Source: an optimization exercise on an open RTL-to-GDS flow (aim: small area). Production flows keep margins and buffers that such runs may drop. Function was checked by simulation only, so behaviour that the tests miss may differ from the original. Power and IR drop assume default switching activity.

<file path="flow/config.mk">
export PLATFORM = sky130hd
export DESIGN_NAME = register_file_mp
export DESIGN_NICKNAME = register_file_mp
export VERILOG_FILES = /design/flow/design.v
export SDC_FILE = /design/flow/constraint.sdc
export NUM_CORES = 8
export LEC_CHECK = 0
export CAP_MARGIN = 20
export CORE_MARGIN = 2
export CORE_UTILIZATION = 30
export SLEW_MARGIN = 20
</file>
<file path="flow/constraint.sdc">
create_clock -name core_clock -period 7.0 [get_ports {clk}]
set_input_delay 1.4000 -clock core_clock [delete_from_list [all_inputs] [get_ports {clk}]]
set_output_delay 1.4000 -clock core_clock [all_outputs]
set_load 0.01 [all_outputs]
</file>
<file path="flow/design.v">
package register_file_mp_pkg;
  localparam int RF_DATA_W   = 32;
  localparam int RF_ADDR_W   = 5;
  localparam int RF_N_WR     = 2;
  localparam int RF_N_RD     = 2;
  localparam int RF_ZERO_REG = 1;
  localparam int RF_BYPASS   = 1;
  localparam int RF_DEPTH    = 2 ** RF_ADDR_W;
endpackage
module rf_scoreboard #(
  parameter int ADDR_W   = 5,
  parameter int N_WR     = 2,
  parameter int N_RD     = 2,
  parameter int ZERO_REG = 1,
  parameter int BYPASS   = 1
) (
  input  logic                   clk,
  input  logic                   clr,
  input  logic [N_WR-1:0]        wr_act,
  input  logic [N_WR*ADDR_W-1:0] wr_index,
  input  logic                   rsv_en,
  input  logic [ADDR_W-1:0]      rsv_index,
  input  logic [N_RD*ADDR_W-1:0] rd_index,
  output logic                   rsv_ok,
  output logic [N_RD-1:0]        rd_busy
);
  localparam int DEPTH = 2 ** ADDR_W;
  logic [DEPTH-1:0] pending;
  logic [DEPTH-1:0] wr_mask;
  logic [DEPTH-1:0] set_mask;
  logic             rsv_zero;
  logic             rsv_set;
  always_comb begin
    wr_mask = '0;
    for (int p = 0; p < N_WR; p++)
      if (wr_act[p]) wr_mask[wr_index[p*ADDR_W +: ADDR_W]] = 1'b1;
  end
  assign rsv_zero = (ZERO_REG != 0) && (rsv_index == '0);
  assign rsv_ok   = rsv_en && (rsv_zero || !pending[rsv_index] || wr_mask[rsv_index]);
  assign rsv_set  = rsv_ok && !clr && !rsv_zero;
  always_comb begin
    set_mask = '0;
    if (rsv_set) set_mask[rsv_index] = 1'b1;
  end
  always_ff @(posedge clk) begin
    if (clr) pending <= '0;
    else     pending <= (pending & ~wr_mask) | set_mask;
  end
  always_comb begin
    rd_busy = '0;
    for (int r = 0; r < N_RD; r++) begin
      rd_busy[r] = pending[rd_index[r*ADDR_W +: ADDR_W]];
      if ((BYPASS != 0) && wr_mask[rd_index[r*ADDR_W +: ADDR_W]] &&
          !set_mask[rd_index[r*ADDR_W +: ADDR_W]])
        rd_busy[r] = 1'b0;
    end
  end
endmodule
module register_file_mp #(
  parameter int DATA_W   = register_file_mp_pkg::RF_DATA_W,
  parameter int ADDR_W   = register_file_mp_pkg::RF_ADDR_W,
  parameter int N_WR     = register_file_mp_pkg::RF_N_WR,
  parameter int N_RD     = register_file_mp_pkg::RF_N_RD,
  parameter int ZERO_REG = register_file_mp_pkg::RF_ZERO_REG,
  parameter int BYPASS   = register_file_mp_pkg::RF_BYPASS
) (
  input  logic                   clk,
  input  logic                   clr,
  input  logic [N_WR-1:0]        wr_en,
  input  logic [N_WR*ADDR_W-1:0] wr_index,
  input  logic [N_WR*DATA_W-1:0] wr_data,
  input  logic [N_RD*ADDR_W-1:0] rd_index,
  output logic [N_RD*DATA_W-1:0] rd_data,
  output logic [N_RD-1:0]        rd_busy,
  input  logic                   rsv_en,
  input  logic [ADDR_W-1:0]      rsv_index,
  output logic                   rsv_ok,
  output logic                   wr_conflict
);
  localparam int DEPTH = 2 ** ADDR_W;
  logic [DATA_W-1:0] mem [DEPTH];
  logic [N_WR-1:0]   wr_act;
  logic              conflict_c;
  always_comb begin
    wr_act = '0;
    for (int p = 0; p < N_WR; p++)
      wr_act[p] = wr_en[p] && !clr &&
                  !((ZERO_REG != 0) && (wr_index[p*ADDR_W +: ADDR_W] == '0));
  end
  always_comb begin
    conflict_c = 1'b0;
    for (int p = 1; p < N_WR; p++)
      for (int q = 0; q < p; q++)
        if (wr_act[p] && wr_act[q] &&
            (wr_index[p*ADDR_W +: ADDR_W] == wr_index[q*ADDR_W +: ADDR_W]))
          conflict_c = 1'b1;
  end
  always_ff @(posedge clk) begin
    if (clr) begin
      for (int i = 0; i < DEPTH; i++) mem[i] <= '0;
      wr_conflict <= 1'b0;
    end else begin
      for (int p = N_WR - 1; p >= 0; p--)
        if (wr_act[p]) mem[wr_index[p*ADDR_W +: ADDR_W]] <= wr_data[p*DATA_W +: DATA_W];
      wr_conflict <= conflict_c;
    end
  end
  always_comb begin
    rd_data = '0;
    for (int r = 0; r < N_RD; r++) begin
      rd_data[r*DATA_W +: DATA_W] = mem[rd_index[r*ADDR_W +: ADDR_W]];
      if (BYPASS != 0)
        for (int p = N_WR - 1; p >= 0; p--)
          if (wr_act[p] && (wr_index[p*ADDR_W +: ADDR_W] == rd_index[r*ADDR_W +: ADDR_W]))
            rd_data[r*DATA_W +: DATA_W] = wr_data[p*DATA_W +: DATA_W];
      if ((ZERO_REG != 0) && (rd_index[r*ADDR_W +: ADDR_W] == '0))
        rd_data[r*DATA_W +: DATA_W] = '0;
    end
  end
  rf_scoreboard #(
    .ADDR_W  (ADDR_W),
    .N_WR    (N_WR),
    .N_RD    (N_RD),
    .ZERO_REG(ZERO_REG),
    .BYPASS  (BYPASS)
  ) u_scoreboard (
    .clk      (clk),
    .clr      (clr),
    .wr_act   (wr_act),
    .wr_index (wr_index),
    .rsv_en   (rsv_en),
    .rsv_index(rsv_index),
    .rd_index (rd_index),
    .rsv_ok   (rsv_ok),
    .rd_busy  (rd_busy)
  );
endmodule
</file>
<file path="flow/run.sh">
#!/bin/bash
# synth_recipe.tcl (not shown) runs the flow's synth.tcl, then flattens the netlist and writes it again
# the make line also repeats each setting of config.mk as NAME=value (left out here)
make -C /OpenROAD-flow-scripts/flow DESIGN_CONFIG=/design/flow/config.mk WORK_HOME=/design/flow/orfs CLKGATE_MAP_FILE= SYNTH_SCRIPT=/design/flow/synth_recipe.tcl finish
</file>
==> impl_metrics.tcl <==
set metrics [dict create \
    synth_nets 4448 \
    area_delta_synth_final_pct 16.78 \
    grt_max_degree 75 \
    met2WireLength_um 124400 \
    startpoint "wr_index[5]" \
    clockRootBuffer "clkbuf_16" \
    antenna_found_initial 14 \
    synth_ff_type "edfxtp_1" \
    finalCriticalPeriod_ns 6.791 \
    drive_above_1_share 0.3187 \
    wl_met3_um 38500 \
    ctsHtreeMaxLevel 3 \
    grt.overflow.total 0 \
    antenna_left 0 \
    crit_required_ns 5.60 \
    synth_edf_count 1024 \
    clockBufferDepth 3 \
    p_per_area_nw_per_um2 220.8 \
    maxSlewViolCount 0 \
    max-slew-margin-rel 0.1819 \
    design_area_um2 74630 \
    cts_made_buffers 108 \
    yosysUniqueCellTypes 72 \
    die-area_um2 216700 \
    clock-sinks 1057 \
    start_util 0.3016 \
    ys_seq_area_frac 0.4915 \
    crit_type "in -> out" \
    post-place-ws_ns -0.4542 \
    grt_pass1_wl_um 383400 \
    track_usage 0.2494 \
    nets 4426 \
    r2r_start "u_scoreboard.pending[3]$_SDFF_PP0_" \
    wire_per_inst_um 38.43 \
    cp_max_fo 9 \
    clk_latency_ns 0.77 \
    cts_tree "yes" \
    final_cell_mix "a22o_1, edfxtp_1, mux4_2" \
    peakVddDrop_mv 0.2184 \
    layout_setup_ws_ns 0.2094 \
    grt_pass1_vias 48120 \
    rows 169 \
    synth_area_leaders "edfxtp_1, mux4_2, a22o_1, clkbuf_1, mux2i_1" \
    clkTransAtPathRegs_ns 0.06 \
    netlist_instances 4339 \
    seq_area_um2 31410 \
    hold_violations 0 \
    dr.pass1.iters 6 \
    hold_path.class "reg -> reg" \
    die_w_um 465.5 \
    setup_violations 0 \
    synth.avg_cell_area_um2 14.73 \
    syn-cell-area_um2 63900 \
    synthArstFlopShare 0 \
    setup.worst_path.start_class "input pin" \
    drc 0 \
    finalClockSkew_ns 0.01485 \
    dp_hpwl_um 159500 \
    wl_um 278100 \
    worst_slew_pin_slew_ns 1.221 \
    status "no timing/DRC/antenna violations" \
    synth_top_cell_area_share 0.4812 \
    coreArea_um2 211900 \
    wl_met1_um 93950 \
    final.fill_count 20040 \
    routabilityCongestion 0.9259 \
    final.period_utilization 0.9701 \
    synth_warnings 2 \
    rsz0062_at_grt "false" \
    maxCapViolations 0 \
    top_layer "met5" \
    drt_iter0_drc 7530 \
    multi_input_area_um2 30850 \
    ios 162 \
    viasPerCell 6.764 \
    portBuffers 161 \
    vias 48950 \
    crit_arrival_ns 5.39 \
    ys_ff_latch 1057 \
    p_leak_nw 24.21 \
    dpl_cell_area_um2 70810 \
    hold_start "u_scoreboard.pending[2]$_SDFF_PP0_" \
    synth_top_area_cell "edfxtp_1" \
    total_power_w 0.01647 \
    chipHeight_um 465.5 \
    critPathCaptureType "primary output" \
    fmax_mhz 147.3 \
]
==> through the flow <==
stage	TNS [ns]	std cells	hold slack (ns)	util
final	0	7237	0.5095	0.3522
after global routing	0	7230	0.5364	0.3521
after CTS	0	7224	0.5092	0.3516
after detailed placement	-0.8091	7025	0.5019	0.3342
after global placement	-0.8789	7024	0.4969	0.3341
after floorplan	0	4339	0.4615	-
==> kinds of logic after synthesis <==
group                    synth area share
adder cells (fa/ha/maj)          0.002937
flip-flops                         0.4915
AO/OA/AOI/OAI                      0.1746
XOR/XNOR                         0.004660
AND/OR/NAND/NOR                   0.03011
multiplexers                       0.2527
buffers and inverters             0.04343
==> critical path: stages <==
cell	delay (ns)
dlygate4sd2_1	0.30
inv_1	0.09
ha_1	0.22
inv_1	0.06
nor2_1	0.04
ha_1	0.29
and2_1	0.19
buf_4	0.15
mux2i_4	0.28
o22ai_2	0.16
mux4_2	0.49
and3_4	0.20
nor4_4	0.29
a21o_1	0.20
buf_4	0.17
nor2_1	0.05
nor4_1	0.31
o211ai_1	0.17
buf_4	0.17
buf_4	0.13
==> registers in the layout, summed over array words and instances (netlist names) <==
signal / flops
wr_conflict: 1
mem: 1024
u_scoreboard.pending: 32
==> power breakdown <==
part           internal [W]  leakage (nW)  total, W  switching [W]
registers           0.00730          10.0   0.00747       0.000173
clock network       0.00349          1.77   0.00622        0.00272
logic               0.00120          12.4   0.00278        0.00159
==> worst paths after layout <==
check	cells after the start	slack (ns)	endpoint
max reg2reg	12	4.53	u_scoreboard.pending[16]$_SDFF_PP0_
min reg2reg	2	0.51	u_scoreboard.pending[2]$_SDFF_PP0_
min	2	0.51	u_scoreboard.pending[2]$_SDFF_PP0_
max	20	0.21	rd_busy[1]
==> final cells by class <==
type | count | share of cell area
Inverter | 28 | 0.001542
Multi-Input combinational cell | 2554 | 0.4133
Clock buffer | 130 | 0.03759
Antenna cell | 11 | 0.0003688
Timing Repair Buffer | 568 | 0.06767
Clock inverter | 68 | 0.01133
Tap cell | 2821 | 0.04730
Sequential cell | 1057 | 0.4209
==> per-layer routing <==
metal / track usage / vias up
met5: 0 / -
met4: 0.1659 / 14
met3: 0.07767 / 1097
met2: 0.3824 / 4318
met1: 0.3019 / 25100
li1: - / 18420
==> cells in the mapped netlist, types with 3 or more instances <==
master	n
or3_1	4
a31oi_1	5
nand4_1	10
a32o_1	3
mux2i_1	83
a211oi_1	70
dfxtp_1	33
nand2b_1	6
buf_1	119
nor3_1	41
nor2_1	211
o21ai_0	15
xnor2_1	18
o221ai_1	44
o22ai_1	20
nand2_1	51
clkbuf_1	564
nand3b_1	9
a32oi_1	16
buf_2	13
nor4_1	4
a22o_1	1024
nand3_1	28
buf_6	3
o32ai_1	8
and2_1	10
inv_1	25
ha_1	15
edfxtp_1	1024
a22oi_1	3
or4_1	3
o22a_1	16
a21oi_1	82
xor2_1	16
nor4b_1	5
o2111ai_1	5
clkinv_1	3
mux4_2	677
nor2b_1	12
==> what timing repair did <==
action | CTS | global route
hold buffers | 0 | 0
resized for setup | 12 | 21
endpoints found under the setup margin | 2 | 2
setup buffers | 1 | 2
pin swaps | 6 | 10

-- re-timing with driven ports --
The results above use ideal ports. As a check the final layout listed here was re-extracted and re-timed, cells and wires unchanged. Step 1, drivers: a clkbuf_16 drives clk and a buf_2 each remaining input, both assumed. Step 2, shift: input delay + t, output delay - t, t = (earliest + latest rising clock arrival at the registers) / 2. This alone moves slack from input paths to output paths. a / b / c = no drivers / after step 1 / after step 2; a / b = the first two.
shift t [ns]: 0.847
slack for setup (ns): 0.209 / 0.186 / 0.186
worst hold slack (ns): 0.510 / 0.510 / 0.510
latest minus earliest clock arrival (ns): 0.033 / 0.034
pins driven straight from the clock port: 1
After both steps setup and hold are still met in this run. For this run, drivers alone change the setup slack by -0.023 ns; drivers and shift together by -0.023 ns.
